Background: an optimization exercise with open tools, aiming at small area. Do not read the settings as production practice. In this exercise RTL edits were held to simulation tests only and were not proved equivalent to the original. No activity file was given, so power comes from the tool's default toggle rates.

==> flow/design.v, too long to show whole: its modules and the start of the top module <==
// module dp_bram: 28 lines
// module mac_pe: 651 lines
// module pe_array: 63 lines
// module result_buffer: 74 lines
// module matmul_datapath: 94 lines
module matmul_datapath (
  input  wire logic                                  clk,
  input  wire logic                                  clr_n,
  input  wire logic [2:0]                            a_en,
  input  wire logic [2:0]                            a_we,
  input  wire logic [5:0]                            a_addr,
  input  wire logic [47:0]                           a_din,
  input  wire logic [2:0]                            b_en,
  input  wire logic [2:0]                            b_we,
  input  wire logic [5:0]                            b_addr,
  input  wire logic [47:0]                           b_din,
  input  wire logic                                  pe_start,
  input  wire logic                                  pe_valid,  
  input  wire logic                                  pe_last,
  input  wire logic                                  capture,
  input  wire logic                                  buf_clear,
  input  wire logic                                  c_wr,
  input  wire logic [3:0]                            c_addr,
  input  wire logic [3:0]                            drain_idx,
  input  wire logic                                  rd_en,
  input  wire logic [3:0]                            rd_addr,
  output logic      [33:0]                           dout_c,
  output logic      [8:0]                            pe_done,
  output logic                                       buf_valid
);
  // ...
==> flow/run.sh <==
#!/bin/bash
# synth_recipe.tcl (not shown) runs the flow's synth.tcl, then flattens the netlist and writes it again
# the make line also repeats each setting of config.mk as NAME=value (left out here)
make -C /OpenROAD-flow-scripts/flow DESIGN_CONFIG=/design/flow/config.mk WORK_HOME=/design/flow/orfs CLKGATE_MAP_FILE= SYNTH_SCRIPT=/design/flow/synth_recipe.tcl finish
==> flow/config.mk <==
export PLATFORM = sky130hd
export DESIGN_NAME = matmul_datapath
export DESIGN_NICKNAME = matmul_datapath
export VERILOG_FILES = /design/flow/design.v
export SDC_FILE = /design/flow/constraint.sdc
export NUM_CORES = 4
export LEC_CHECK = 0
export CAP_MARGIN = 20
export CORE_MARGIN = 2
export CORE_UTILIZATION = 40
export CTS_BUF_LIST = sky130_fd_sc_hd__clkbuf_4 sky130_fd_sc_hd__clkbuf_8
export SLEW_MARGIN = 20
==> flow/constraint.sdc <==
create_clock -name core_clock -period 10.0 [get_ports {clk}]
set_input_delay 2.0000 -clock core_clock [delete_from_list [all_inputs] [get_ports {clk}]]
set_output_delay 2.0000 -clock core_clock [all_outputs]
set_load 0.01 [all_outputs]
==> flow_metrics.tcl, run 1 <==
set metrics [dict create \
    hold_buffers 0 \
    finalHoldViolCount 0 \
    worstPathRequired_ps 10900 \
    design_area_mm2 0.147 \
    die_x_um 581 \
    synth-xor-area-share_pct 0.0854 \
    fill_cells 30100 \
    post-route-min-period_ps 8720 \
    critPathSlowestCell "fa_1" \
    min_to "u_result_buffer.entry[6][7]$_DFFE_PP_" \
    routed_wl_mm 427 \
    cpLargestDelayFamily "adder cells" \
    antenna_found_initial 50 \
    synth_fa_ha_area_share_pct 36.8 \
    hold_ws_ps 413 \
    cp.depth 26 \
    seqCellArea_mm2 0.0481 \
    fin_ws_ps 1280 \
    status "complete, no violations" \
    yosysSeqAreaShare_pct 36.1 \
    peakVddDrop_v 0.000126 \
    clock_latency_ps 1070 \
    multi_input_gates 6013 \
    clk_share_pct 4.23 \
    clk_pin_slew_worst_paths_ps 90 \
    first_pass_iters 5 \
    reg2reg_slack_ps 1930 \
    p_seq_mw 10.0 \
    synth-edff-count 1382 \
    fin_worst_skew_ps 79.3 \
    nonClockBufferCount 567 \
    whs_path_depth 0 \
    hold_start "u_pe_array.g_row[2].g_col[0].sum_q[7]$_DFF_P_" \
    path_class "in2reg" \
    core-area_mm2 0.331 \
    crit_start "pe_valid" \
    io_pins 185 \
    gp_congestion 0.927 \
    end_kind "flip-flop" \
]
==> run 2, diff against run 1 <==
==> flow/flow/run.sh (new file) <==
#!/bin/bash
# Standard synthesis, then a polarity clean-up of the netlist (flow/polarity.py:
# inverters around full adders and simple gates are dissolved and the cells
# re-typed), checked equivalent to the standard netlist with ABC's cec, then
# the standard layout from that netlist.
set -euo pipefail
Y=$FLOW_HOME/../tools/install/yosys/bin
export PATH=$Y:$PATH
LIB=$FLOW_HOME/platforms/$FLOW_PLATFORM/lib/sky130_fd_sc_hd__tt_025C_1v80.lib
R=orfs/results/$FLOW_PLATFORM/matmul_datapath/base

bash standard.sh synth > synth.log 2>&1

cp $R/1_2_yosys.v std_netlist.v
if python3 flow/polarity.py $LIB std_netlist.v pol_netlist.v > polarity.log 2>&1 \
   && bash flow/toaig.sh $LIB std_netlist.v std.aig > aig_std.log 2>&1 \
   && bash flow/toaig.sh $LIB pol_netlist.v pol.aig > aig_pol.log 2>&1 \
   && yosys-abc -c "cec std.aig pol.aig" > cec.log 2>&1 \
   && grep -q "Networks are equivalent" cec.log; then
  echo "using the polarity-optimised netlist" | tee -a polarity.log
  cp pol_netlist.v $R/1_2_yosys.v
  rm -f $R/1_synth.odb $R/1_synth.sdc
else
  echo "polarity clean-up not used" | tee -a polarity.log
fi

bash standard.sh finish > layout.log 2>&1
==> flow/flow/polarity.py (new file) <==
#!/usr/bin/env python3
"""Re-choose logic polarities in a mapped sky130hd netlist to remove inverters.

Every inverter whose output is an internal net is dissolved into edge
polarities. Each remaining combinational cell may then be re-typed so that it
reads complemented inputs and/or drives a complemented output (e.g. and2 ->
nand2 / or2 / nor2, and a full adder, being self-dual, may read complemented
inputs and drive complemented outputs with no change of type). A local search
chooses these so that cell area plus one inverter per net that still needs a
complement is minimal. Registers, ports and multi-output cells other than full
adders are left as they are. usage: polarity.py LIB IN.v OUT.v
"""
import re, sys, itertools
from collections import defaultdict

LIB, IN, OUT = sys.argv[1:4]
PFX = 'sky130_fd_sc_hd__'
DONT = re.compile(r'(probe|lpflow|clkdly|dlygate|dlymetal|ebuf|einv|clkbuf|clkinv|conb)')

# --- library: single-output combinational cells, truth tables by pin name
lib = open(LIB).read()
cells_lib = {}
for chunk in re.split(r'\n\s*cell\s*\(', lib)[1:]:
    name = re.match(r'\s*"?(\w+)"?', chunk).group(1)
    area = float(re.search(r'area\s*:\s*([\d.]+)', chunk).group(1))
    pins = []
    outs = []
    for pm in re.finditer(r'\n\s*pin\s*\(\s*"?(\w+)"?\s*\)\s*\{(.*?)\n\s{8}\}', chunk, re.S):
        pn, pb = pm.group(1), pm.group(2)
        d = re.search(r'direction\s*:\s*"?(\w+)"?', pb)
        if not d:
            continue
        if d.group(1) == 'input':
            pins.append(pn)
        elif d.group(1) == 'output':
            f = re.search(r'function\s*:\s*"([^"]*)"', pb)
            outs.append((pn, f.group(1) if f else None))
    cells_lib[name] = (area, sorted(pins), outs)

def tt(func, pins):
    expr = func.replace('!', ' not ').replace('&', ' and ').replace('|', ' or ').replace('+', ' or ').replace('*', ' and ')
    bits = 0
    for i, vals in enumerate(itertools.product([0, 1], repeat=len(pins))):
        env = dict(zip(pins, [bool(v) for v in vals]))
        if eval(expr, {}, env):
            bits |= 1 << i
    return bits

by_tt = {}
info = {}
for name, (area, pins, outs) in cells_lib.items():
    short = name[len(PFX):]
    if DONT.search(short) or len(outs) != 1 or outs[0][1] is None or not pins or len(pins) > 5:
        continue
    if 'Q' in outs[0][0] or 'IQ' in outs[0][1] or 'CLK' in pins or 'GATE' in pins:
        continue
    t = tt(outs[0][1], pins)
    info[name] = (tuple(pins), outs[0][0], t)
    key = (tuple(pins), t)
    rank = (area, not name.endswith('_1'))
    if key not in by_tt or rank < (cells_lib[by_tt[key]][0], not by_tt[key].endswith('_1')):
        by_tt[key] = name

def variant(name, fin, fout):
    """Cheapest cell with the same pins computing f(x ^ fin) ^ fout."""
    pins, outp, t = info[name]
    n = len(pins)
    full = (1 << (1 << n)) - 1
    nt = 0
    for i in range(1 << n):
        j = i ^ ((1 << n) - 1) if fin else i
        if (t >> j) & 1:
            nt |= 1 << i
    if fout:
        nt ^= full
    return by_tt.get((pins, nt))

# --- netlist
src = open(IN).read()
m = re.search(r'^module\s+(\S+)\s*\(', src, re.M)
body_start = src.index(';', m.end()) + 1
end = src.rindex('endmodule')
header, body = src[:body_start], src[body_start:end]
inst_re = re.compile(r'^\s*(sky130_fd_sc_hd__\w+)\s+(\S+)\s*\((.*?)\);\s*$', re.S | re.M)
pin_re = re.compile(r'\.(\w+)\(\s*(.*?)\s*\)(?=\s*,|\s*$)', re.S)
cells = []
decls = []
pos = 0
for mm in inst_re.finditer(body):
    pre = body[pos:mm.start()]
    if pre.strip():
        decls.append(pre)
    pos = mm.end()
    cells.append([mm.group(1), mm.group(2), dict((p, e.strip()) for p, e in pin_re.findall(mm.group(3)))])
if body[pos:].strip():
    decls.append(body[pos:])
assert not any('assign' in d for d in decls), "assign statements not supported"

ports = set()
for d in re.finditer(r'^\s*(input|output)\s+(\[(\d+):(\d+)\]\s*)?(\S+?)\s*;', src, re.M):
    name = d.group(5)
    if d.group(2):
        hi, lo = int(d.group(3)), int(d.group(4))
        for i in range(min(hi, lo), max(hi, lo) + 1):
            ports.add(f"{name}[{i}]")
    else:
        ports.add(name)

def outs_of(t):
    return [p for p, _ in cells_lib[t][2]]

INV = re.compile(PFX + r'(inv|clkinv)_\d+$')
FA = re.compile(PFX + r'(fa|maj3)_\d+$')
inv_in = {}
for ci, (t, n, pins) in enumerate(cells):
    if INV.match(t) and pins['Y'] not in ports:
        inv_in[pins['Y']] = pins['A']
removed = set(ci for ci, (t, n, pins) in enumerate(cells) if INV.match(t) and pins['Y'] in inv_in)

def root(e):
    q = 0
    while e in inv_in:
        e = inv_in[e]; q ^= 1
    return e, q

driver = {}
for ci, (t, n, pins) in enumerate(cells):
    if ci in removed:
        continue
    for p in outs_of(t):
        if p in pins:
            driver[pins[p]] = ci

# flip kinds: 'fa' (fin == fout), 'g' (any of 4 variants), None (fixed)
kind = {}
for ci, (t, n, pins) in enumerate(cells):
    if ci in removed:
        continue
    outnets = [pins[p] for p in outs_of(t) if p in pins]
    if any(o in ports for o in outnets):
        continue
    if FA.match(t):
        kind[ci] = 'fa'
    elif t in info and all(k in pins for k in info[t][0]):
        kind[ci] = 'g'

fin = defaultdict(int)
fout = defaultdict(int)
cons = defaultdict(list)   # root net -> [(ci, parity)], ci None for output port
for ci, (t, n, pins) in enumerate(cells):
    if ci in removed:
        continue
    outp = set(outs_of(t))
    for pn, e in pins.items():
        if pn in outp:
            continue
        r, q = root(e)
        cons[r].append((ci, q))
# output ports fed through a removable inverter cannot happen (port nets are never removed)

def ph(r):
    d = driver.get(r)
    return fout[d] if d is not None else 0

def need(r):
    if r.startswith("1'") or r.startswith("1'"):
        return 0
    pr = ph(r)
    for ci, q in cons[r]:
        if q ^ pr ^ fin[ci]:
            return 1
    return 0

def area(ci):
    t = cells[ci][0]
    k = kind.get(ci)
    if k == 'g':
        v = variant(t, fin[ci], fout[ci])
        return cells_lib[v][0] if v else 1e9
    return cells_lib[t][0]

nets_of = {}
for ci in kind:
    t, n, pins = cells[ci]
    s = set()
    outp = set(outs_of(t))
    for pn, e in pins.items():
        s.add(e if pn in outp else root(e)[0])
    nets_of[ci] = s

INVA = cells_lib[PFX + 'inv_1'][0]
def local(ci):
    return area(ci) + INVA * sum(need(r) for r in nets_of[ci])

def total():
    return sum(area(ci) for ci in kind) + INVA * sum(need(r) for r in cons)

sys.stderr.write(f"dissolved {len(removed)} inverters; cost before {total():.1f}\n")
for it in range(30):
    changed = 0
    for ci in kind:
        best = (local(ci), fin[ci], fout[ci])
        opts = [(0, 0), (1, 1)] if kind[ci] == 'fa' else [(0, 0), (0, 1), (1, 0), (1, 1)]
        cur = (fin[ci], fout[ci])
        for a, b in opts:
            if (a, b) == cur:
                continue
            fin[ci], fout[ci] = a, b
            c = local(ci)
            if c < best[0] - 1e-9:
                best = (c, a, b)
        fin[ci], fout[ci] = best[1], best[2]
        if (best[1], best[2]) != cur:
            changed += 1
    if not changed:
        break
ninv = sum(need(r) for r in cons)
sys.stderr.write(f"after {it+1} passes: cost {total():.1f}, {ninv} inverters\n")

# --- rewrite
compl = {}
new_cells = []
def comp(r):
    if r not in compl:
        k = len(compl) + 1
        compl[r] = f"_pol{k}_"
        new_cells.append([PFX + 'inv_1', f"_polinv{k}_", {'A': r, 'Y': compl[r]}])
    return compl[r]
for ci, c in enumerate(cells):
    if ci in removed:
        continue
    t, n, pins = c
    outp = set(outs_of(t))
    if kind.get(ci) == 'g':
        nt = variant(t, fin[ci], fout[ci])
        if nt != t:
            op = outs_of(t)[0]
            nop = outs_of(nt)[0]
            pins[nop] = pins.pop(op)
            c[0] = nt
            outp = set(outs_of(nt))
    for pn, e in list(pins.items()):
        if pn in outp:
            continue
        r, q = root(e)
        if r.startswith("1'"):
            pins[pn] = f"1'h{int(r[-1]) ^ q ^ fin[ci]}"
        elif q ^ ph(r) ^ fin[ci]:
            pins[pn] = comp(r)
        else:
            pins[pn] = r

def esc(e):
    return e + ' ' if e.startswith('\\') else e
out = [header, "\n"]
for w in sorted(compl.values()):
    out.append(f"  wire {w};\n")
out.extend(decls)
for ci, (t, n, pins) in enumerate(cells):
    if ci in removed:
        continue
    out.append(f"  {t} {n} (\n" + ",\n".join(f"    .{pn}({esc(e)})" for pn, e in pins.items()) + "\n  );\n")
for t, n, pins in new_cells:
    out.append(f"  {t} {n} (\n" + ",\n".join(f"    .{pn}({esc(e)})" for pn, e in pins.items()) + "\n  );\n")
out.append("endmodule\n")
open(OUT, 'w').write("".join(out))
==> flow/flow/toaig.sh (new file) <==
#!/bin/bash
# toaig.sh LIB NETLIST.v OUT.aig : the netlist as an AIG, registers kept, for cec
yosys -q -p "read_liberty -ignore_miss_func $1; read_verilog $2; hierarchy -top $FLOW_TOP; flatten; async2sync; dffunmap; techmap; dffunmap; setundef -zero; aigmap; write_aiger -zinit $3"
==> flow/standard.sh (new file) <==
#!/bin/bash
# synth_recipe.tcl (not shown) runs the flow's synth.tcl, then flattens the netlist and writes it again
# the make line also repeats each setting of config.mk as NAME=value (left out here)
make -C /OpenROAD-flow-scripts/flow DESIGN_CONFIG=/design/flow/config.mk WORK_HOME=/design/flow/orfs CLKGATE_MAP_FILE= SYNTH_SCRIPT=/design/flow/synth_recipe.tcl "${@:-finish}"
removed: flow/run.sh
==> flow_metrics.tcl, run 2 <==
set metrics [dict create \
    path_buf_inv 4 \
    io_pins 185 \
    grt_max_degree 135 \
    syn_inst 9249 \
    root_buffer "clkbuf_8" \
    power_switching_mw 8.68 \
    critPathLaunchType "input port" \
    start_util_pct 40.1 \
    area_delta_synth_final_pct 11.4 \
    synth_area_mm2 0.127 \
    worstReg2RegStart "g_bank[1].u_b_bank.wr_rdata[2]$_DFFE_PP_" \
    cpPeakStageDelay_ps 600 \
    num-nets-final 12100 \
    grt_pass1_vias 88300 \
    rsz0062_at_grt "false" \
    final_cell_mix "fa_1 (2296), and3_1 (1531), edfxtp_1 (1382)" \
    design_area_mm2 0.142 \
    critPathSlowestCell "and2_1" \
    crit_chain "buf_8 -> buf_12 -> buf_4 -> and2_1 -> nand2_1 -> fa_1 -> inv_1 -> fa_1 -> fa_1 -> fa_1 -> fa_1 -> ha_1 -> fa_1 -> fa_1 -> fa_1 -> fa_1 -> fa_1 -> fa_1 -> fa_1 -> fa_1 -> fa_1 -> xnor2_1" \
    dp_hpwl_mm 263 \
    max-slew-margin-rel_pct 18.6 \
    yosys_warnings 7 \
    portBuffers 184 \
    clock_latency_ps 1080 \
    synth_nets 11900 \
    dpl-instance-area_mm2 0.135 \
    hold_class "reg2reg" \
    largest_register_ffs 544 \
    largestRegisters "c_mem x544, u_pe_array.g_row.g_col.sum_q x306, u_result_buffer.entry x306" \
    pwr-share-comb_pct 34.3 \
    gr-total-overflow 0 \
    max_freq_ghz 0.109 \
    tritoncts "built" \
    rows 207 \
    die_area_mm2 0.323 \
    clockBufferDepth 4 \
    p_clk_share_pct 27.2 \
    ant_nets 0 \
    drc 0 \
    fill_cells 28100 \
    r2r_cells 21 \
    cts.sinks 1710 \
    setup_violations 0 \
    first_pass_iters 6 \
    cts_resized 0 \
    status "complete, no violations" \
    final_layout_size_suffix_gt1_share_pct 13.5 \
    fp.dieH_um 568 \
    final_common_cell "fa_1" \
    crit_start "pe_valid" \
    clk_pin_slew_worst_paths_ps 60 \
    fin_worst_skew_ps 108 \
    max_slew.worst_pin.slew_ps 1220 \
    critPathMaxFanout 40 \
    antenna_found_initial 24 \
    final_util_pct 44.7 \
    end_kind "flip-flop" \
    path_class "in2reg" \
    post_cts_buffers 0 \
    whs_path_depth 0 \
    peakVddDrop_v 0.000124 \
    fin_ws_ps 862 \
    gp_congestion 0.917 \
    p_leak_nw 62.4 \
    die_x_um 568 \
    vias 78700 \
    numCtsBuffers 308 \
    worstPathRequired_ps 10870 \
    h-tree-depth 5 \
    slew_viol_final 0 \
    seqPwrFrac_pct 38.6 \
    crit_top_cell "fa_1" \
    syn_area_per_cell_um2 13.8 \
    drv_cap 0 \
    core-area_mm2 0.317 \
    cpLargestDelayFamily "adder cells" \
    wire_per_inst_um 28.3 \
    cp.depth 22 \
    detailedRoute.firstIterationViolations 7818 \
    seqCellArea_mm2 0.0481 \
    viasPerCell 5.69 \
    intPower_mw 16.9 \
    grt_first_pass_wirelength_mm 588 \
    grt_usage_pct 24.8 \
    place_ws_ps -89.8 \
    period_share_pct 91.4 \
    cp_data_arrival_time_ps 10010 \
    multi_input_area_mm2 0.0736 \
    switching_share_pct 34.0 \
    fin_setup_tns_ps 0 \
    post-route-min-period_ps 9140 \
    finalHoldViolCount 0 \
    hold_buffers 0 \
    hold_start "u_pe_array.g_row[0].g_col[1].sum_q[13]$_DFF_P_" \
    largest_register "c_mem" \
    power_density_mw_per_mm2 180 \
    routed_wl_mm 391 \
]
## run 2: power groups by stage
stage | logic (mW) | registers (mW) | clock network, mW
after floorplan | 6.12 | 9.53 | 0
after global placement | 8.54 | 9.95 | 0
after detailed placement | 8.74 | 9.95 | 0
after CTS | 8.88 | 9.83 | 7.10
after global routing | 10.1 | 9.90 | 7.40
final | 8.75 | 9.85 | 6.93
## run 2: area by class of cell
cell class                 instances  area share, %
multi-input combinational       6013           51.9
sequential                      1710           33.9
tap                             4180           3.69
clock inverter                   131          0.787
antenna                           15         0.0265
timing repair buffer             625           4.04
inverter                         723           1.91
clock buffer                     421           3.69
## run 2: worst reg2reg max path: cells and delay by family (launching register included)
family | cells | cell delay (ps)
simple gates | 1 | 190
fa+ha+maj | 16 | 6500
buf+inv | 4 | 710
flops | 1 | 950
## run 2: layer usage
metal	share of wire, %	routed length, µm	GRT usage, %
met1	39	151000	32.7
met2	45	177000	38.0
met3	10	39700	6.32
met4	5.8	22600	12.3
met5	0.0097	38	0
## run 2: worst paths after layout
kind                                                             endpoint  slack, ps
min in group asynchronous               u_result_buffer.valid$_DFFE_PN0P_       1220
min reg2reg                        u_result_buffer.entry[1][13]$_DFFE_PP_        400
max in group asynchronous                         u_pe_array.rz$_DFF_PN1_       8530
max reg2reg                u_pe_array.g_row[0].g_col[1].sum_q[22]$_DFF_P_       1530
min                                u_result_buffer.entry[1][13]$_DFFE_PP_        400
max                        u_pe_array.g_row[2].g_col[0].sum_q[33]$_DFF_P_        860
## run 2: per-stage QoR
step	instances	hold WS (ps)	power (mW)
final	13800	403	25.5
after global routing	13800	418	27.4
after CTS	13800	401	25.8
after detailed placement	13200	405	18.7
after global placement	13200	405	18.5
after floorplan	9249	400	15.6
==> run 3, diff against run 2 <==
--- a/flow/flow/run.sh
+++ b/flow/flow/run.sh
@@ -1,8 +1,15 @@
 #!/bin/bash
-# Standard synthesis, then a polarity clean-up of the netlist (flow/polarity.py:
-# inverters around full adders and simple gates are dissolved and the cells
-# re-typed), checked equivalent to the standard netlist with ABC's cec, then
-# the standard layout from that netlist.
+# Own layout flow:
+#  1. the standard synthesis (standard.sh synth);
+#  2. a polarity clean-up of its netlist (flow/polarity.py): inverters and
+#     buffers between cells are dissolved, full/half adders and simple gates
+#     are re-typed to read/drive complemented values so that few inverters
+#     remain; registers are untouched. The result is checked equivalent to the
+#     standard netlist (registers cut into ports by name, ABC cec) and used
+#     only if that check passes;
+#  3. the standard layout (standard.sh finish) from that netlist, with the
+#     clock tree built from fewer, larger sink clusters and no dummy loads,
+#     and the port buffers made with the smallest buffer.
 set -euo pipefail
 Y=$FLOW_HOME/../tools/install/yosys/bin
 export PATH=$Y:$PATH
@@ -24,4 +31,8 @@
   echo "polarity clean-up not used" | tee -a polarity.log
 fi
 
-bash standard.sh finish > layout.log 2>&1
+CTS="-sink_clustering_enable -repair_clock_nets -dont_use_dummy_load"
+CTS="$CTS -sink_clustering_size 24 -sink_clustering_max_diameter 80"
+CTS="$CTS -buf_list sky130_fd_sc_hd__clkbuf_16"
+bash standard.sh "CTS_ARGS=$CTS" \
+  "BUFFER_PORTS_ARGS=-buffer_cell sky130_fd_sc_hd__buf_1" finish > layout.log 2>&1
==> flow/flow/cutregs.py (new file) <==
#!/usr/bin/env python3
"""Cut every register out of a mapped netlist, for a combinational equivalence
check: each register's output becomes an input port and each of its input pins
an output port, named after the register instance and declared in sorted
order, so two netlists with the same registers give the same ports.
usage: cutregs.py IN.v OUT.v"""
import re, sys
src = open(sys.argv[1]).read()
m = re.search(r'^module\s+(\S+)\s*\((.*?)\);', src, re.M | re.S)
body_start = m.end()
end = src.rindex('endmodule')
body = src[body_start:end]
inst_re = re.compile(r'^\s*(sky130_fd_sc_hd__\w+)\s+(\S+)\s*\((.*?)\);\s*$', re.S | re.M)
pin_re = re.compile(r'\.(\w+)\(\s*(.*?)\s*\)(?=\s*,|\s*$)', re.S)
REG = re.compile(r'sky130_fd_sc_hd__(s?e?df|dl)\w*$')
def esc(e):
    return e + ' ' if e.startswith('\\') else e
def clean(n):
    return re.sub(r'[^A-Za-z0-9_]', '_', n)
extra_in, extra_out, assigns = [], [], []
out = []
pos = 0
for mm in inst_re.finditer(body):
    out.append(body[pos:mm.start()])
    pos = mm.end()
    t, n = mm.group(1), mm.group(2)
    if not REG.match(t):
        out.append(mm.group(0))
        continue
    pins = dict((p, e.strip()) for p, e in pin_re.findall(mm.group(3)))
    base = clean(n)
    for p, e in pins.items():
        if p in ('Q', 'Q_N'):
            nm = f"q__{base}__{p}"
            extra_in.append(nm)
            assigns.append(f"  assign {esc(e)} = {nm};\n")
        elif p not in ('CLK', 'CLK_N', 'GATE'):
            nm = f"d__{base}__{p}"
            extra_out.append(nm)
            assigns.append(f"  assign {nm} = {esc(e)};\n")
out.append(body[pos:])
ports = m.group(2).strip()
allp = ports + ''.join(f", {x}" for x in sorted(extra_in) + sorted(extra_out))
decl = ''.join(f"  input {x};\n" for x in sorted(extra_in)) + ''.join(f"  output {x};\n" for x in sorted(extra_out))
res = src[:m.start()] + f"module {m.group(1)} ({allp});\n" + decl + ''.join(out) + ''.join(assigns) + "endmodule\n"
open(sys.argv[2], 'w').write(res)
--- a/flow/flow/polarity.py
+++ b/flow/flow/polarity.py
@@ -14,6 +14,7 @@
 from collections import defaultdict
 
 LIB, IN, OUT = sys.argv[1:4]
+DISSOLVE_BUFFERS = '--buffers' in sys.argv[4:]
 PFX = 'sky130_fd_sc_hd__'
 DONT = re.compile(r'(probe|lpflow|clkdly|dlygate|dlymetal|ebuf|einv|clkbuf|clkinv|conb)')
 
@@ -111,16 +112,25 @@
 
 INV = re.compile(PFX + r'(inv|clkinv)_\d+$')
 FA = re.compile(PFX + r'(fa|maj3)_\d+$')
+HA = re.compile(PFX + r'ha_\d+$')
+# a half adder read with complemented inputs, driving complemented outputs:
+# ~sum = xnor(~a, ~b), ~cout = or(~a, ~b)
+HA_FLIP_AREA = cells_lib[PFX + 'xnor2_1'][0] + cells_lib[PFX + 'or2_1'][0]
+BUF = re.compile(PFX + r'(buf|clkbuf)_\d+$')
 inv_in = {}
+removed = set()
 for ci, (t, n, pins) in enumerate(cells):
     if INV.match(t) and pins['Y'] not in ports:
-        inv_in[pins['Y']] = pins['A']
-removed = set(ci for ci, (t, n, pins) in enumerate(cells) if INV.match(t) and pins['Y'] in inv_in)
+        inv_in[pins['Y']] = (pins['A'], 1)
+        removed.add(ci)
+    elif DISSOLVE_BUFFERS and BUF.match(t) and pins['X'] not in ports:
+        inv_in[pins['X']] = (pins['A'], 0)
+        removed.add(ci)
 
 def root(e):
     q = 0
     while e in inv_in:
-        e = inv_in[e]; q ^= 1
+        e, b = inv_in[e]; q ^= b
     return e, q
 
 driver = {}
@@ -141,6 +151,8 @@
         continue
     if FA.match(t):
         kind[ci] = 'fa'
+    elif HA.match(t):
+        kind[ci] = 'ha'
     elif t in info and all(k in pins for k in info[t][0]):
         kind[ci] = 'g'
 
@@ -177,6 +189,8 @@
     if k == 'g':
         v = variant(t, fin[ci], fout[ci])
         return cells_lib[v][0] if v else 1e9
+    if k == 'ha' and fin[ci]:
+        return HA_FLIP_AREA
     return cells_lib[t][0]
 
 nets_of = {}
@@ -196,11 +210,95 @@
     return sum(area(ci) for ci in kind) + INVA * sum(need(r) for r in cons)
 
 sys.stderr.write(f"dissolved {len(removed)} inverters; cost before {total():.1f}\n")
+
+par = {}
+up = {}
+def find(x):
+    if up.get(x, x) == x:
+        return x, 0
+    r, q = find(up[x])
+    up[x] = r
+    par[x] = par.get(x, 0) ^ q
+    return r, par[x]
+fa_cells = [ci for ci in kind if kind[ci] in ('fa', 'ha')]
+for r, lst in cons.items():
+    f = driver.get(r)
+    if f is None or kind.get(f) not in ('fa', 'ha'):
+        continue
+    for ci, q in lst:
+        if kind.get(ci) not in ('fa', 'ha'):
+            continue
+        (ra, pa), (rb, pb) = find(f), find(ci)
+        if ra == rb:
+            continue
+        up[rb] = ra
+        par[rb] = pa ^ pb ^ q
+comp = defaultdict(list)
+for f in fa_cells:
+    r, q = find(f)
+    comp[r].append((f, q))
+for r, members in comp.items():
+    nets = set()
+    for f, q in members:
+        nets |= nets_of[f]
+    best = None
+    for g in (0, 1):
+        for f, q in members:
+            fin[f] = fout[f] = q ^ g
+        c = INVA * sum(need(n) for n in nets)
+        if best is None or c < best[0]:
+            best = (c, g)
+    for f, q in members:
+        fin[f] = fout[f] = q ^ best[1]
+sys.stderr.write(f"adder components {len(comp)}; cost {total():.1f}\n")
+def neighbours(members):
+    nets = set()
+    for f, q in members:
+        nets |= nets_of[f]
+    cs = set()
+    for r in nets:
+        d = driver.get(r)
+        if d is not None and kind.get(d) == 'g':
+            cs.add(d)
+        for ci, q in cons.get(r, []):
+            if kind.get(ci) == 'g':
+                cs.add(ci)
+    return nets, cs
+def polish(cs, passes=3):
+    for _ in range(passes):
+        for ci in cs:
+            best = (local(ci), fin[ci], fout[ci])
+            for a, b in [(0, 0), (0, 1), (1, 0), (1, 1)]:
+                fin[ci], fout[ci] = a, b
+                c = local(ci)
+                if c < best[0] - 1e-9:
+                    best = (c, a, b)
+            fin[ci], fout[ci] = best[1], best[2]
+for r, members in comp.items():
+    nets, cs = neighbours(members)
+    allnets = set(nets)
+    for ci in cs:
+        allnets |= nets_of[ci]
+    def area_here():
+        return sum(area(ci) for ci in cs) + INVA * sum(need(n) for n in allnets)
+    before = area_here()
+    saved = {ci: (fin[ci], fout[ci]) for ci in cs}
+    for f, q in members:
+        fin[f] ^= 1; fout[f] ^= 1
+    polish(cs)
+    after = area_here()
+    if after < before - 1e-9:
+        sys.stderr.write(f"component of {len(members)} adders flipped: {before:.1f} -> {after:.1f}\n")
+    else:
+        for f, q in members:
+            fin[f] ^= 1; fout[f] ^= 1
+        for ci, (a, b) in saved.items():
+            fin[ci], fout[ci] = a, b
 for it in range(30):
     changed = 0
     for ci in kind:
         best = (local(ci), fin[ci], fout[ci])
-        opts = [(0, 0), (1, 1)] if kind[ci] == 'fa' else [(0, 0), (0, 1), (1, 0), (1, 1)]
+        opts = [(0, 0), (1, 1)] if kind[ci] in ('fa', 'ha') else [(0, 0), (0, 1), (1, 0), (1, 1)]
         cur = (fin[ci], fout[ci])
         for a, b in opts:
             if (a, b) == cur:
@@ -256,9 +354,14 @@
 for w in sorted(compl.values()):
     out.append(f"  wire {w};\n")
 out.extend(decls)
+split_ha = []
 for ci, (t, n, pins) in enumerate(cells):
     if ci in removed:
         continue
+    if kind.get(ci) == 'ha' and fin[ci]:
+        out.append(f"  {PFX}xnor2_1 {n[:-1] if n.endswith(' ') else n}_x  (\n    .A({esc(pins['A'])}),\n    .B({esc(pins['B'])}),\n    .Y({esc(pins['SUM'])})\n  );\n")
+        out.append(f"  {PFX}or2_1 {n[:-1] if n.endswith(' ') else n}_o  (\n    .A({esc(pins['A'])}),\n    .B({esc(pins['B'])}),\n    .X({esc(pins['COUT'])})\n  );\n")
+        continue
     out.append(f"  {t} {n} (\n" + ",\n".join(f"    .{pn}({esc(e)})" for pn, e in pins.items()) + "\n  );\n")
 for t, n, pins in new_cells:
     out.append(f"  {t} {n} (\n" + ",\n".join(f"    .{pn}({esc(e)})" for pn, e in pins.items()) + "\n  );\n")
==> flow/flow/toaig.sh (replaced) <==
#!/bin/bash
# toaig.sh LIB NETLIST.v OUT.aig : the netlist's logic between registers as a
# combinational AIG (registers cut into ports by name), for ABC's cec
set -euo pipefail
python3 "$(dirname "$0")/cutregs.py" $2 $3.cut.v
yosys -q -p "read_liberty -ignore_miss_func $1; read_verilog $3.cut.v; hierarchy -top $FLOW_TOP; flatten; techmap; setundef -zero; aigmap; write_aiger $3"
--- a/flow/config.mk
+++ b/flow/config.mk
@@ -8,5 +8,4 @@
 export CAP_MARGIN = 20
 export CORE_MARGIN = 2
 export CORE_UTILIZATION = 40
-export CTS_BUF_LIST = sky130_fd_sc_hd__clkbuf_4 sky130_fd_sc_hd__clkbuf_8
 export SLEW_MARGIN = 20
==> flow_metrics.tcl, run 3 <==
set metrics [dict create \
    path_class "in2reg" \
    final_util_pct 43.6 \
    r2r_end "u_pe_array.g_row[2].g_col[1].sum_q[22]$_DFF_P_" \
    antenna_found_initial 15 \
    clockBufferDepth 4 \
    largest_register_ffs 544 \
    grt_first_pass_wirelength_mm 560 \
    num-nets-final 11500 \
    status "complete, no violations" \
    tritoncts "built" \
    syn_area_per_cell_um2 13.6 \
    power_density_mw_per_mm2 179 \
    total_power_mw 24.1 \
    final_common_cell "fa_1" \
    grt_pass1_vias 84500 \
    worstReg2RegStart "g_bank[1].u_b_bank.wr_rdata[0]$_DFFE_PP_" \
    p_clk_share_pct 18.7 \
    p_leak_nw 38.8 \
    setup_violations 0 \
    fin_worst_skew_ps 183 \
    seqPwrFrac_pct 40.8 \
    finalHoldViolCount 0 \
    portBuffers 184 \
    routed_wl_mm 374 \
    r2r_cells 19 \
    cp_data_arrival_time_ps 10310 \
    power_switching_mw 8.53 \
    worstPathRequired_ps 10740 \
    grt_max_degree 119 \
    viasPerCell 5.82 \
    io_pins 185 \
    post_cts_buffers 0 \
    hold_buffers 0 \
    cts.sinks 1710 \
    gr-total-overflow 0 \
    design_area_mm2 0.134 \
    final_layout_size_suffix_gt1_share_pct 10.6 \
    synth_nets 11500 \
    fill_cells 27800 \
    max_freq_ghz 0.104 \
    clock_latency_ps 950 \
    ant_nets 0 \
    max-slew-margin-rel_pct 22.2 \
    fin_setup_tns_ps 0 \
    grt_usage_pct 24.2 \
    whs_path_depth 0 \
    wire_per_inst_um 28.3 \
    pwr-share-comb_pct 40.5 \
    intPower_mw 15.6 \
    drv_cap 0 \
    reg2reg_slack_ps 1450 \
    numCtsBuffers 121 \
    drc 0 \
    detailedRoute.firstIterationViolations 9285 \
    dpl-instance-area_mm2 0.131 \
    switching_share_pct 35.4 \
    fp.dieH_um 560 \
    hold_class "reg2reg" \
    critPathLaunchType "input port" \
    end_kind "flip-flop" \
    clk_pin_slew_worst_paths_ps 100 \
    root_buffer "clkbuf_16" \
    largestRegisters "c_mem x544, u_pe_array.g_row.g_col.sum_q x306, u_result_buffer.entry x306" \
    gp_congestion 0.920 \
    h-tree-depth 3 \
    final_cell_mix "fa_1 (2296), nand3_1 (1532), edfxtp_1 (1382)" \
    period_share_pct 95.7 \
    rsz0062_at_grt "false" \
    yosys_warnings 7 \
    syn_inst 9105 \
    rows 204 \
    largest_register "c_mem" \
    vias 76900 \
    die_x_um 560 \
    post-route-min-period_ps 9570 \
    max_slew.worst_pin.slew_ps 1170 \
    die_area_mm2 0.314 \
    peakVddDrop_v 0.000165 \
    dp_hpwl_mm 257 \
    cts_resized 0 \
    synth_area_mm2 0.124 \
    min_to "u_result_buffer.entry[3][23]$_DFFE_PP_" \
    critPathMaxFanout 42 \
    hold_start "u_pe_array.g_row[1].g_col[0].sum_q[23]$_DFF_P_" \
    area_delta_synth_final_pct 8.57 \
    core-area_mm2 0.308 \
    start_util_pct 40.2 \
    first_pass_iters 6 \
    slew_viol_final 0 \
]
[run 3: layer usage]
layer	wire length (µm)	global-route usage (%)
met1	139000	31.6
met2	168000	36.7
met3	41700	6.43
met4	26000	13.6
met5	34	0
[run 3: final cells by class]
cell class | count | area, µm² | area share [%]
antenna | 8 | 20.0 | 0.0149
inverter | 336 | 1260 | 0.938
tap | 4120 | 5150 | 3.83
timing repair buffer | 674 | 5260 | 3.91
clock buffer | 121 | 3030 | 2.25
multi-input combinational | 6256 | 71600 | 53.3
sequential | 1710 | 48100 | 35.8
[run 3: metrics by stage]
step	setup WS [ps]	cells	hold slack [ps]
3_3_place_gp	-245	13100	412
2_1_floorplan	222	9105	408
5_1_grt	330	13200	353
4_1_cts	589	13200	327
6_report	427	13200	347
3_5_place_dp	-350	13100	415
[run 3: how the worst max path moves through the flow]
stage / slack, ps / cells past startpoint / start / to
6_report: 430 / 21 / pe_valid / u_pe_array.g_row[2].g_col[1].sum_q[22]$_DFF_P_
5_1_grt: 330 / 21 / pe_valid / u_pe_array.g_row[2].g_col[1].sum_q[22]$_DFF_P_
4_1_cts: 590 / 21 / pe_valid / u_pe_array.g_row[2].g_col[1].sum_q[22]$_DFF_P_
3_5_place_dp: -350 / 21 / pe_valid / u_pe_array.g_row[2].g_col[1].sum_q[22]$_DFF_P_
3_3_place_gp: -240 / 21 / pe_valid / u_pe_array.g_row[2].g_col[1].sum_q[22]$_DFF_P_
2_1_floorplan: 220 / 22 / pe_valid / u_pe_array.g_row[0].g_col[0].sum_q[22]$_DFF_P_
[run 3: critical path: stages]
cell and delay [ps]:
clkbuf_4 430, buf_12 290, and2_1 630, nand2_1 160, fa_1 530, fa_1 430, fa_1 400, fa_1 540
fa_1 430, or2_1 240, fa_1 400, fa_1 420, fa_1 400, fa_1 400, fa_1 410, fa_1 410
fa_1 410, fa_1 400, fa_1 390, fa_1 510, inv_1 40
[run 3: power groups by stage]
stage | sequential, mW | combinational, mW | clock (mW)
after global routing | 9.88 | 11.3 | 4.83
after CTS | 9.81 | 9.92 | 4.63
after floorplan | 9.57 | 7.08 | 0
final | 9.83 | 9.76 | 4.51
after global placement | 9.94 | 9.54 | 0
after detailed placement | 9.96 | 9.81 | 0
==> run 4, diff against run 3 <==
--- a/flow/flow/run.sh
+++ b/flow/flow/run.sh
@@ -2,7 +2,9 @@
 # Own layout flow:
 #  1. the standard synthesis (standard.sh synth);
 #  2. a polarity clean-up of its netlist (flow/polarity.py): inverters and
-#     buffers between cells are dissolved, full/half adders and simple gates
+#     buffers between cells are dissolved, three-input ANDs that share an
+#     input pair with many others are split so the pair is computed once,
+#     full/half adders and simple gates
 #     are re-typed to read/drive complemented values so that few inverters
 #     remain; registers are untouched. The result is checked equivalent to the
 #     standard netlist (registers cut into ports by name, ABC cec) and used
@@ -19,7 +21,7 @@
 bash standard.sh synth > synth.log 2>&1
 
 cp $R/1_2_yosys.v std_netlist.v
-if python3 flow/polarity.py $LIB std_netlist.v pol_netlist.v > polarity.log 2>&1 \
+if python3 flow/polarity.py $LIB std_netlist.v pol_netlist.v --buffers --factor > polarity.log 2>&1 \
    && bash flow/toaig.sh $LIB std_netlist.v std.aig > aig_std.log 2>&1 \
    && bash flow/toaig.sh $LIB pol_netlist.v pol.aig > aig_pol.log 2>&1 \
    && yosys-abc -c "cec std.aig pol.aig" > cec.log 2>&1 \
--- a/flow/flow/polarity.py
+++ b/flow/flow/polarity.py
@@ -15,6 +15,7 @@
 
 LIB, IN, OUT = sys.argv[1:4]
 DISSOLVE_BUFFERS = '--buffers' in sys.argv[4:]
+FACTOR_AND3 = '--factor' in sys.argv[4:]
 PFX = 'sky130_fd_sc_hd__'
 DONT = re.compile(r'(probe|lpflow|clkdly|dlygate|dlymetal|ebuf|einv|clkbuf|clkinv|conb)')
 
@@ -133,6 +134,64 @@
         e, b = inv_in[e]; q ^= b
     return e, q
 
+# Factor shared input pairs out of three-input ANDs: and3(x, y, z) whose pair
+# (x, y) recurs in many cells becomes and2(and2(x, y), z) with one shared
+# and2(x, y) (it lets e.g. a strobe that gates many products be applied once).
+new_wires = []
+if FACTOR_AND3:
+    AND3 = PFX + 'and3_1'
+    cand = {}
+    for ci, (t, n, pins) in enumerate(cells):
+        if ci in removed or t != AND3 or pins['X'] in ports:
+            continue
+        cand[ci] = [(p, root(pins[p])) for p in ('A', 'B', 'C')]
+    paircells = defaultdict(set)
+    for ci, ins in cand.items():
+        for i in range(3):
+            for j in range(i + 1, 3):
+                key = tuple(sorted([ins[i][1], ins[j][1]]))
+                paircells[key].add(ci)
+    claimed = {}
+    order = sorted(paircells, key=lambda k: (-len(paircells[k]), k))
+    while order:
+        best = max(order, key=lambda k: (len([c for c in paircells[k] if c not in claimed]), k))
+        free = [c for c in paircells[best] if c not in claimed]
+        if len(free) < 3:
+            break
+        for c in free:
+            claimed[c] = best
+        order.remove(best)
+    made = {}
+    for ci, key in claimed.items():
+        if key not in made:
+            k = len(made) + 1
+            ins = []
+            for r, q in key:
+                if q:
+                    v = f"_pairinv{k}_{len(ins)}_"
+                    inv_in[v] = (r, 1)
+                    ins.append(v)
+                else:
+                    ins.append(r)
+            net = f"_pairn{k}_"
+            new_wires.append(net)
+            cells.append([PFX + 'and2_1', f"_pair{k}_", {'A': ins[0], 'B': ins[1], 'X': net}])
+            made[key] = net
+        t, n, pins = cells[ci]
+        ins = cand[ci]
+        rest = [p for p, rq in ins if rq not in key or key.count(rq) == 0]
+        # the input not in the pair (if the pair shares a root twice, keep order)
+        used = list(key)
+        left = []
+        for p, rq in ins:
+            if rq in used:
+                used.remove(rq)
+            else:
+                left.append(p)
+        third = pins[left[0]]
+        cells[ci] = [PFX + 'and2_1', n, {'A': made[key], 'B': third, 'X': pins['X']}]
+    sys.stderr.write(f"factored {len(claimed)} and3 cells over {len(made)} shared pairs\n")
+
 driver = {}
 for ci, (t, n, pins) in enumerate(cells):
     if ci in removed:
@@ -351,7 +410,7 @@
 def esc(e):
     return e + ' ' if e.startswith('\\') else e
 out = [header, "\n"]
-for w in sorted(compl.values()):
+for w in sorted(compl.values()) + new_wires:
     out.append(f"  wire {w};\n")
 out.extend(decls)
 split_ha = []
--- a/flow/config.mk
+++ b/flow/config.mk
@@ -7,5 +7,5 @@
 export LEC_CHECK = 0
 export CAP_MARGIN = 20
 export CORE_MARGIN = 2
-export CORE_UTILIZATION = 40
+export CORE_UTILIZATION = 55
 export SLEW_MARGIN = 20
==> flow_metrics.tcl, run 4 <==
set metrics [dict create \
    pwr-share-comb_pct 42.7 \
    path_class "in2reg" \
    hold_buffers 0 \
    vias 75200 \
    final_cells 11900 \
    critPathLaunchType "input port" \
    seqPwrFrac_pct 39.7 \
    fin_worst_skew_ps 92.3 \
    p_clk_share_pct 17.6 \
    detailedRoute.firstIterationViolations 8918 \
    post-route-min-period_ps 9060 \
    final_layout_size_suffix_gt1_share_pct 14.3 \
    num-nets-final 11500 \
    clock_latency_ps 820 \
    cp_data_arrival_time_ps 9740 \
    portBuffers 184 \
    clk_pin_slew_worst_paths_ps 100 \
    intPower_mw 15.8 \
    critPathMaxFanout 48 \
    gr-total-overflow 0 \
    crit_top_cell "fa_2" \
    synth_nets 10800 \
    critPathSlowestCell "and2_1" \
    drc 0 \
    rows 170 \
    cts_resized 0 \
    crit_chain "clkbuf_4 -> buf_12 -> and2_1 -> nand2_1 -> fa_1 -> fa_1 -> fa_1 -> fa_1 -> fa_1 -> or2_1 -> fa_2 -> fa_2 -> fa_2 -> fa_2 -> fa_2 -> fa_2 -> fa_2 -> fa_2 -> fa_2 -> fa_1 -> inv_1" \
    final_util_pct 61.1 \
    die_area_mm2 0.220 \
    grt_pass1_vias 81100 \
    largestRegisters "c_mem x544, u_pe_array.g_row.g_col.sum_q x306, u_result_buffer.entry x306" \
    core-area_mm2 0.215 \
    grt_usage_pct 37.9 \
    worstPathRequired_ps 10670 \
    reg2reg_slack_ps 1710 \
    fp.dieH_um 469 \
    ant_nets 0 \
    synth_area_mm2 0.119 \
    grt_first_pass_wirelength_mm 584 \
    cts.sinks 1710 \
    cpPeakStageDelay_ps 620 \
    viasPerCell 6.29 \
    routed_wl_mm 404 \
    final_common_cell "nand2_1" \
    grt_max_degree 125 \
    period_share_pct 90.6 \
    largest_register "c_mem" \
    drv_cap 0 \
    status "complete, no violations" \
    setup_violations 0 \
    power_switching_mw 8.79 \
    largest_register_ffs 544 \
    tritoncts "built" \
    syn_area_per_cell_um2 14.3 \
    clockBufferDepth 3 \
    max-slew-margin-rel_pct 13.2 \
    antenna_found_initial 18 \
    first_pass_iters 6 \
    yosys_warnings 7 \
    root_buffer "clkbuf_16" \
    numCtsBuffers 112 \
    total_power_mw 24.6 \
    final_cell_mix "nand2_1 (2667), fa_1 (1936), edfxtp_1 (1382)" \
    wire_per_inst_um 33.8 \
    hold_ws_ps 384 \
    end_kind "flip-flop" \
    h-tree-depth 3 \
    max_freq_ghz 0.110 \
    finalHoldViolCount 0 \
    peakVddDrop_v 0.000166 \
    dp_hpwl_mm 286 \
    post_cts_buffers 0 \
    area_delta_synth_final_pct 10.2 \
    gp_congestion 1.01 \
    max_slew.worst_pin.slew_ps 1290 \
    syn_inst 8358 \
    io_pins 185 \
    start_util_pct 55.4 \
    rsz0062_at_grt "false" \
    die_x_um 469 \
    hold_class "reg2reg" \
    p_leak_nw 38.7 \
    slew_viol_final 0 \
    switching_share_pct 35.8 \
    cpLargestDelayFamily "adder cells" \
    path_buf_inv 3 \
    dp_cells 11800 \
    power_density_mw_per_mm2 187 \
]
==> run 4: power by group through the flow <==
| stage | clock network [mW] | registers, mW | logic, mW |
|---|---|---|---|
| 3_5_place_dp | 0 | 9.87 | 10.3 |
| 5_1_grt | 4.62 | 9.82 | 11.9 |
| 2_1_floorplan | 0 | 9.62 | 7.24 |
| 6_report | 4.32 | 9.75 | 10.5 |
| 4_1_cts | 4.41 | 9.73 | 10.5 |
| 3_3_place_gp | 0 | 9.86 | 10.2 |
==> run 4: cell type report <==
cell class | instances | area [µm²]
diodes | 15 | 37.5
clock buffers | 112 | 2800
fillers | 16600 | 83700
inverters | 335 | 1260
multi-input cells | 6304 | 70900
flip-flops and latches | 1710 | 48100
well taps | 2838 | 3550
repair buffers | 630 | 4640
==> run 4: final timing paths <==
| kind | to | startpoint | cells after the start |
|---|---|---|---|
| max | u_pe_array.g_row[2].g_col[1].sum_q[22]$_DFF_P_ | pe_valid | 21 |
| min | u_result_buffer.entry[5][12]$_DFFE_PP_ | u_pe_array.g_row[1].g_col[2].sum_q[12]$_DFF_P_ | 0 |
| max reg2reg | u_pe_array.g_row[0].g_col[2].sum_q[22]$_DFF_P_ | g_bank[2].u_b_bank.wr_rdata[0]$_DFFE_PP_ | 19 |
| min reg2reg | u_result_buffer.entry[5][12]$_DFFE_PP_ | u_pe_array.g_row[1].g_col[2].sum_q[12]$_DFF_P_ | 0 |
| max in group asynchronous | u_pe_array.rz$_DFF_PN1_ | clr_n | 1 |
| min in group asynchronous | u_result_buffer.valid$_DFFE_PN0P_ | clr_n | 1 |
==> run 4: through the flow <==
step,area (µm²),TNS (ps),setup slack (ps)
3_3_place_gp,128000,0,309
5_1_grt,131000,0,822
4_1_cts,131000,0,1060
6_report,131000,0,938
2_1_floorplan,120000,-196440,-2330
3_5_place_dp,128000,0,201
==> run 4: layer usage <==
metal  wire length [µm]  up-vias  global-route usage (%)
li1                   -    29100                       -
met3              58000      960                    16.0
met5               1180        -                    3.24
met1             156000    40000                    53.6
met4              23100       43                    17.3
met2             165000     5020                    50.9
==> module pe_array, before the edit <==
module pe_array (
  input  wire logic                                   clk,
  input  wire logic                                   clr_n,
  input  wire logic                                   start,    
  input  wire logic                                   valid,
  input  wire logic                                   last,
  input  wire logic [3*16-1:0]        a_rd,     
  input  wire logic [3*16-1:0]        b_rd,     
  output logic [3*3*(2 * 16 + 2)-1:0]      sums,     
  output logic [3*3*2-1:0]     carries,  
  output logic                                        zero,     
  output logic                                        done
);
  localparam int DW = 16;
  localparam int AW = (2 * 16 + 2);
  localparam int NS = 2;
  logic rz;     
  logic clr_s;  
  always_ff @(posedge clk or negedge clr_n)
  begin
    if (!clr_n)
    begin
      rz   <= 1'b1;
      done <= 1'b0;
    end
    else
    begin
      rz   <= 1'b0;
      done <= valid & last;
    end
  end
  assign zero  = rz;
  assign clr_s = rz | (valid & start);
  logic [DW-1:0] a_g [3];
  for (genvar r = 0; r < 3; r++)
  begin : g_gate
    assign a_g[r] = a_rd[(r % 3)*DW +: DW] & {DW{valid}};
  end
  for (genvar r = 0; r < 3; r++)
  begin : g_row
    for (genvar c = 0; c < 3; c++)
    begin : g_col
      localparam int I = r * 3 + c;
      logic [AW-1:0] sum_q, sum_d;
      logic [NS-1:0] cy_q, cy_d;
      mac_pe u_pe (
        .a     (a_g[r]),
        .b     (b_rd[(c % 3)*DW +: DW]),
        .s_in  (sum_q & {AW{~clr_s}}),
        .c_in  (cy_q & {NS{~clr_s}}),
        .s_out (sum_d),
        .c_out (cy_d)
      );
      always_ff @(posedge clk)
      begin
        sum_q <= sum_d;
        cy_q  <= cy_d;
      end
      assign sums[I*AW +: AW] = sum_q;
      assign carries[I*NS +: NS] = cy_q;
    end
  end
endmodule
==> module result_buffer, before the edit <==
module result_buffer (
  input  wire logic                                 clk,
  input  wire logic                                 clr_n,
  input  wire logic                                 capture,     
  input  wire logic                                 clear,       
  input  wire logic                                 c_wr,        
  input  wire logic [3:0]                           drain_idx,   
  input  wire logic [3*3*(2 * 16 + 2)-1:0] sums,
  input  wire logic [3*3*2-1:0] carries,  
  input  wire logic                                 zero,        
  output logic      [(2 * 16 + 2)-1:0]                 drain_data,  
  output logic                                      valid        
);
  localparam int AW   = (2 * 16 + 2);
  localparam int N_PE = 3 * 3;
  localparam int NS   = 2;
  localparam logic [3:0] LAST_IDX = 4'(N_PE - 1);
  logic [AW-1:0]   entry [N_PE];  
  logic [N_PE*NS-1:0] ecy;        
  logic            ez;            
  always_ff @(posedge clk or negedge clr_n)
  begin
    if (!clr_n)
    begin
      ez    <= 1'b1;
      valid <= 1'b0;
    end
    else if (clear)
    begin
      ez    <= 1'b1;
      valid <= 1'b0;
    end
    else if (capture)
    begin
      ez    <= zero;
      valid <= 1'b1;
    end
    else if (valid & c_wr & (drain_idx == LAST_IDX))
    begin
      valid <= 1'b0;
    end
  end
  always_ff @(posedge clk)
  begin
    if (capture)
    begin
      for (int i = 0; i < N_PE; i++) entry[i] <= sums[i*AW +: AW];
      ecy <= carries;
    end
  end
  logic [AW-1:0] sel_s;
  logic [NS-1:0] sel_c;
  always_comb
  begin
    sel_s = '0;
    sel_c = '0;
    for (int i = 0; i < N_PE; i++)
    begin
      if (drain_idx == 4'(i))
      begin
        sel_s = entry[i];
        sel_c = ecy[i*NS +: NS];
      end
    end
  end
  localparam int K0 = 12;
  localparam int K1 = 23;
  logic [K1-K0-1:0] mid;
  logic             mid_cy;
  logic [AW-K1-1:0] hi;
  assign {mid_cy, mid} = {1'b0, sel_s[K1-1:K0]} + (K1-K0+1)'(sel_c[0]);
  assign hi            = sel_s[AW-1:K1] + (AW-K1)'(sel_c[1]) + (AW-K1)'(mid_cy);
  assign drain_data    = ez ? '0 : {hi, mid, sel_s[K0-1:0]};
endmodule
==> module matmul_datapath, before the edit <==
module matmul_datapath (
  input  wire logic                                  clk,
  input  wire logic                                  clr_n,
  input  wire logic [2:0]                            a_en,
  input  wire logic [2:0]                            a_we,
  input  wire logic [5:0]                            a_addr,
  input  wire logic [47:0]                           a_din,
  input  wire logic [2:0]                            b_en,
  input  wire logic [2:0]                            b_we,
  input  wire logic [5:0]                            b_addr,
  input  wire logic [47:0]                           b_din,
  input  wire logic                                  pe_start,
  input  wire logic                                  pe_valid,  
  input  wire logic                                  pe_last,
  input  wire logic                                  capture,
  input  wire logic                                  buf_clear,
  input  wire logic                                  c_wr,
  input  wire logic [3:0]                            c_addr,
  input  wire logic [3:0]                            drain_idx,
  input  wire logic                                  rd_en,
  input  wire logic [3:0]                            rd_addr,
  output logic      [33:0]                           dout_c,
  output logic      [8:0]                            pe_done,
  output logic                                       buf_valid
);
  localparam int DW  = 16;
  localparam int AW  = (2 * 16 + 2);
  localparam int NPE = 3 * 3;
  logic [3*DW-1:0] a_rd;        
  logic [3*DW-1:0] b_rd;        
  logic [NPE*AW-1:0]       pe_sums;     
  logic [NPE*2-1:0] pe_cys;     
  logic                    pe_zero;     
  logic                    done;        
  logic [AW-1:0]           drain_data;  
  for (genvar g = 0; g < 3; g++)
  begin : g_bank
    dp_bram #(.ADDR_W(2), .DATA_W(DW)) u_a_bank (
      .clk      (clk),
      .wr_en    (a_en[g]),
      .wr_we    (a_we[g]),
      .wr_addr  (a_addr[g*2 +: 2]),
      .wr_wdata (a_din[g*DW +: DW]),
      .wr_rdata (a_rd[g*DW +: DW])
    );
    dp_bram #(.ADDR_W(2), .DATA_W(DW)) u_b_bank (
      .clk      (clk),
      .wr_en    (b_en[g]),
      .wr_we    (b_we[g]),
      .wr_addr  (b_addr[g*2 +: 2]),
      .wr_wdata (b_din[g*DW +: DW]),
      .wr_rdata (b_rd[g*DW +: DW])
    );
  end
  pe_array u_pe_array (
    .clk     (clk),
    .clr_n   (clr_n),
    .start   (pe_start),
    .valid   (pe_valid),
    .last    (pe_last),
    .a_rd    (a_rd),
    .b_rd    (b_rd),
    .sums    (pe_sums),
    .carries (pe_cys),
    .zero    (pe_zero),
    .done    (done)
  );
  assign pe_done = {NPE{done}};
  result_buffer u_result_buffer (
    .clk        (clk),
    .clr_n      (clr_n),
    .capture    (capture),
    .clear      (buf_clear),
    .c_wr       (c_wr),
    .drain_idx  (drain_idx),
    .sums       (pe_sums),
    .carries    (pe_cys),
    .zero       (pe_zero),
    .drain_data (drain_data),
    .valid      (buf_valid)
  );
  logic [AW-1:0] c_mem [16];
  always_ff @(posedge clk)
  begin
    if (c_wr)
    begin
      c_mem[c_addr] <= drain_data;
    end
    if (rd_en)
    begin
      dout_c <= c_mem[rd_addr];  
    end
  end
endmodule
==> run 5, diff against run 4 <==
--- a/flow/design.v
+++ b/flow/design.v
@@ -693,8 +693,8 @@
   input  wire logic                                   last,
   input  wire logic [3*16-1:0]        a_rd,     
   input  wire logic [3*16-1:0]        b_rd,     
-  output logic [3*3*(2 * 16 + 2)-1:0]      sums,     
-  output logic [3*3*2-1:0]     carries,  
+  output logic [3*3*(2 * 16 + 2)-1:0]      sums_n,     
+  output logic [3*3*2-1:0]     carries_n,  
   output logic                                        zero,     
   output logic                                        done
 );
@@ -728,23 +728,23 @@
     for (genvar c = 0; c < 3; c++)
     begin : g_col
       localparam int I = r * 3 + c;
-      logic [AW-1:0] sum_q, sum_d;
-      logic [NS-1:0] cy_q, cy_d;
+      logic [AW-1:0] sum_nq, sum_d;  
+      logic [NS-1:0] cy_nq, cy_d;
       mac_pe u_pe (
         .a     (a_g[r]),
         .b     (b_rd[(c % 3)*DW +: DW]),
-        .s_in  (sum_q & {AW{~clr_s}}),
-        .c_in  (cy_q & {NS{~clr_s}}),
+        .s_in  (~sum_nq & {AW{~clr_s}}),
+        .c_in  (~cy_nq & {NS{~clr_s}}),
         .s_out (sum_d),
         .c_out (cy_d)
       );
       always_ff @(posedge clk)
       begin
-        sum_q <= sum_d;
-        cy_q  <= cy_d;
+        sum_nq <= ~sum_d;
+        cy_nq  <= ~cy_d;
       end
-      assign sums[I*AW +: AW] = sum_q;
-      assign carries[I*NS +: NS] = cy_q;
+      assign sums_n[I*AW +: AW]    = sum_nq;
+      assign carries_n[I*NS +: NS] = cy_nq;
     end
   end
 endmodule
@@ -758,8 +758,8 @@
   input  wire logic                                 clear,       
   input  wire logic                                 c_wr,        
   input  wire logic [3:0]                           drain_idx,   
-  input  wire logic [3*3*(2 * 16 + 2)-1:0] sums,
-  input  wire logic [3*3*2-1:0] carries,  
+  input  wire logic [3*3*(2 * 16 + 2)-1:0] sums_n,    
+  input  wire logic [3*3*2-1:0] carries_n,  
   input  wire logic                                 zero,        
   output logic      [(2 * 16 + 2)-1:0]                 drain_data,  
   output logic                                      valid        
@@ -768,8 +768,8 @@
   localparam int N_PE = 3 * 3;
   localparam int NS   = 2;
   localparam logic [3:0] LAST_IDX = 4'(N_PE - 1);
-  logic [AW-1:0]   entry [N_PE];  
-  logic [N_PE*NS-1:0] ecy;        
+  logic [AW-1:0]   entry_n [N_PE];  
+  logic [N_PE*NS-1:0] ecy_n;        
   logic            ez;            
   always_ff @(posedge clk or negedge clr_n)
   begin
@@ -797,25 +797,27 @@
   begin
     if (capture)
     begin
-      for (int i = 0; i < N_PE; i++) entry[i] <= sums[i*AW +: AW];
-      ecy <= carries;
+      for (int i = 0; i < N_PE; i++) entry_n[i] <= sums_n[i*AW +: AW];
+      ecy_n <= carries_n;
     end
   end
-  logic [AW-1:0] sel_s;
-  logic [NS-1:0] sel_c;
+  logic [AW-1:0] sel_s, sel_sn;
+  logic [NS-1:0] sel_c, sel_cn;
   always_comb
   begin
-    sel_s = '0;
-    sel_c = '0;
+    sel_sn = '1;
+    sel_cn = '1;
     for (int i = 0; i < N_PE; i++)
     begin
       if (drain_idx == 4'(i))
       begin
-        sel_s = entry[i];
-        sel_c = ecy[i*NS +: NS];
+        sel_sn = entry_n[i];
+        sel_cn = ecy_n[i*NS +: NS];
       end
     end
   end
+  assign sel_s = ~sel_sn;
+  assign sel_c = ~sel_cn;
   localparam int K0 = 12;
   localparam int K1 = 23;
   logic [K1-K0-1:0] mid;
@@ -858,8 +860,8 @@
   localparam int NPE = 3 * 3;
   logic [3*DW-1:0] a_rd;        
   logic [3*DW-1:0] b_rd;        
-  logic [NPE*AW-1:0]       pe_sums;     
-  logic [NPE*2-1:0] pe_cys;     
+  logic [NPE*AW-1:0]       pe_sums_n;   
+  logic [NPE*2-1:0] pe_cys_n;   
   logic                    pe_zero;     
   logic                    done;        
   logic [AW-1:0]           drain_data;  
@@ -890,8 +892,8 @@
     .last    (pe_last),
     .a_rd    (a_rd),
     .b_rd    (b_rd),
-    .sums    (pe_sums),
-    .carries (pe_cys),
+    .sums_n    (pe_sums_n),
+    .carries_n (pe_cys_n),
     .zero    (pe_zero),
     .done    (done)
   );
@@ -903,8 +905,8 @@
     .clear      (buf_clear),
     .c_wr       (c_wr),
     .drain_idx  (drain_idx),
-    .sums       (pe_sums),
-    .carries    (pe_cys),
+    .sums_n     (pe_sums_n),
+    .carries_n  (pe_cys_n),
     .zero       (pe_zero),
     .drain_data (drain_data),
     .valid      (buf_valid)
==> flow_metrics.tcl, run 5 <==
set metrics [dict create \
    status "complete, no violations" \
    tritoncts "built" \
    period_share_pct 92.1 \
    portBuffers 184 \
    gp_congestion 0.945 \
    antenna_found_initial 9 \
    largest_register "c_mem" \
    reg2reg_slack_ps 1520 \
    max-slew-margin-rel_pct 20.7 \
    syn_area_per_cell_um2 14.8 \
    fin_setup_tns_ps 0 \
    critPathLaunchType "input port" \
    peakVddDrop_v 0.000161 \
    die_area_mm2 0.219 \
    area_delta_synth_final_pct 10.1 \
    min_to "u_result_buffer.entry_n[2][0]$_DFFE_PP_" \
    grt_pass1_vias 78500 \
    r2r_end "u_pe_array.g_row[1].g_col[2].sum_nq[22]$_DFF_P_" \
    setup_violations 0 \
    p_leak_nw 36.7 \
    post_cts_buffers 0 \
    gr-total-overflow 0 \
    place_ws_ps -22.0 \
    synth_nets 10500 \
    final_layout_size_suffix_gt1_share_pct 10.3 \
    first_pass_iters 6 \
    hold_buffers 0 \
    wire_per_inst_um 30.0 \
    io_pins 185 \
    critPathMaxFanout 27 \
    largestRegisters "c_mem x544, u_pe_array.g_row.g_col.sum_nq x306, u_result_buffer.entry_n x306" \
    viasPerCell 6.13 \
    r2r_cells 18 \
    cts.sinks 1710 \
    max_freq_ghz 0.109 \
    slew_viol_final 0 \
    largest_register_ffs 544 \
    max_slew.worst_pin.slew_ps 1190 \
    grt_usage_pct 33.2 \
    start_util_pct 55.3 \
    final_cell_mix "nand2_1 (2339), fa_1 (2296), edfxtp_1 (1382)" \
    whs_path_depth 0 \
    worstReg2RegStart "g_bank[2].u_b_bank.wr_rdata[11]$_DFFE_PP_" \
    critPathSlowestCell "fa_1" \
    routed_wl_mm 347 \
    ant_nets 0 \
    h-tree-depth 3 \
    cp_data_arrival_time_ps 9840 \
    clk_pin_slew_worst_paths_ps 90 \
    fin_ws_ps 787 \
    total_power_mw 22.8 \
    synth_area_mm2 0.119 \
    numCtsBuffers 112 \
    dp_hpwl_mm 244 \
    die_x_um 468 \
    vias 71000 \
    drv_cap 0 \
    crit_chain "clkbuf_4 -> buf_12 -> buf_4 -> and2_1 -> buf_12 -> nand2_1 -> fa_1 -> fa_1 -> fa_1 -> fa_1 -> fa_1 -> or2_1 -> fa_1 -> fa_1 -> fa_1 -> fa_1 -> fa_1 -> fa_1 -> fa_1 -> fa_1 -> fa_1 -> fa_1" \
    clock_latency_ps 820 \
    hold_class "reg2reg" \
    worstPathRequired_ps 10630 \
    hold_start "u_pe_array.g_row[0].g_col[2].sum_nq[0]$_DFF_P_" \
    detailedRoute.firstIterationViolations 7418 \
    root_buffer "clkbuf_16" \
    crit_top_cell "fa_1" \
    crit_start "pe_valid" \
    core-area_mm2 0.214 \
    post-route-min-period_ps 9210 \
    end_kind "flip-flop" \
    clockBufferDepth 3 \
    cpPeakStageDelay_ps 540 \
    power_density_mw_per_mm2 175 \
    num-nets-final 11200 \
    rows 170 \
    path_class "in2reg" \
    drc 0 \
    rsz0062_at_grt "false" \
    fin_worst_skew_ps 101 \
    grt_max_degree 137 \
    final_common_cell "nand2_1" \
    syn_inst 8012 \
    yosys_warnings 7 \
    fp.dieH_um 468 \
    finalHoldViolCount 0 \
    grt_first_pass_wirelength_mm 522 \
    cts_resized 0 \
]
==> run 5: cell type report <==
cell class	instances	area, µm²
clock buffer	112	2800
antenna	12	30.0
inverter	10	37.5
sequential	1710	48100
tap	2838	3550
fill	16400	84000
timing repair buffer	621	5320
multi-input combinational	6283	70600
==> run 5: power breakdown <==
part | switching [mW] | total, mW | internal [mW]
Clock | 2.33 | 4.30 | 1.96
Combinational | 4.70 | 8.69 | 3.99
Sequential | 0.676 | 9.79 | 9.12
Total | 7.71 | 22.8 | 15.1
==> run 5: how the worst max path moves through the flow <==
| stage | end | slack, ps | cells after the start |
|---|---|---|---|
| global route | u_pe_array.g_row[2].g_col[1].sum_nq[22]$_DFF_P_ | 550 | 22 |
| global placement | u_pe_array.g_row[0].g_col[1].sum_nq[22]$_DFF_P_ | 70 | 22 |
| floorplan | u_pe_array.g_row[0].g_col[0].sum_nq[22]$_DFF_P_ | 470 | 17 |
| CTS | u_pe_array.g_row[2].g_col[1].sum_nq[22]$_DFF_P_ | 820 | 22 |
| detailed placement | u_pe_array.g_row[0].g_col[1].sum_nq[22]$_DFF_P_ | -20 | 22 |
| finish | u_pe_array.g_row[2].g_col[1].sum_nq[22]$_DFF_P_ | 790 | 22 |
==> run 5: per-stage QoR <==
step                hold slack [ps]  instances  cell area (µm²)  util [%]
floorplan                       400       8012           119000         -
global placement                406      11500           127000      59.5
global route                    374      11600           130000      60.8
detailed placement              407      11500           128000      59.5
CTS                             383      11600           130000      60.8
finish                          384      11600           130000      60.8
==> run 5: worst max-delay path: cells and delay by family <==
kind / cells / cell delay [ps]
buf+inv: 4 / 850
fa+ha+maj: 15 / 6390
simple gates: 3 / 530
==> run 5: metal layers <==
metal,track usage (%),share of wire (%),up-vias
met4,10.8,4.0,10
met3,9.65,12,642
met2,48.4,44,3958
met1,48.6,40,38000
met5,0,0.020,-
li1,-,-,28400

[afterwards: timing with drivers on the ports]
The results above use ideal ports. As a check the final layouts listed here were re-extracted and re-timed, cells and wires unchanged.
Step 1, drivers: a clkbuf_16 drives clk and a buf_2 each remaining input, both assumed.
Step 2 times the ports against the registers' clock, not the clock port: input delays grow and output delays shrink by t, the midpoint of the rising clock arrivals with the driver on.
Slacks: no drivers / after step 1 / after step 2; pairs: no drivers / after step 1.
| run | t (ns) | setup WS [ns] | worst slew at a driven data input, ns |
|---|---|---|---|
| run 1 | 1.125 | 1.281 / 1.324 / 0.200 | 0.08 |
| run 2 | 1.124 | 0.862 / 0.907 / -0.217 | 0.19 |
| run 3 | 0.969 | 0.427 / 0.471 / -0.497 | 0.15 |
| run 4 | 0.873 | 0.938 / 0.959 / 0.086 | 0.12 |
| run 5 | 0.869 | 0.787 / 0.839 / -0.030 | 0.12 |
With both steps, setup timing fails in run 2, run 3 and run 5, where it was met with ideal ports. For run 1, which loses most, drivers alone change the setup slack by +0.043 ns; drivers and shift together by -1.081 ns.
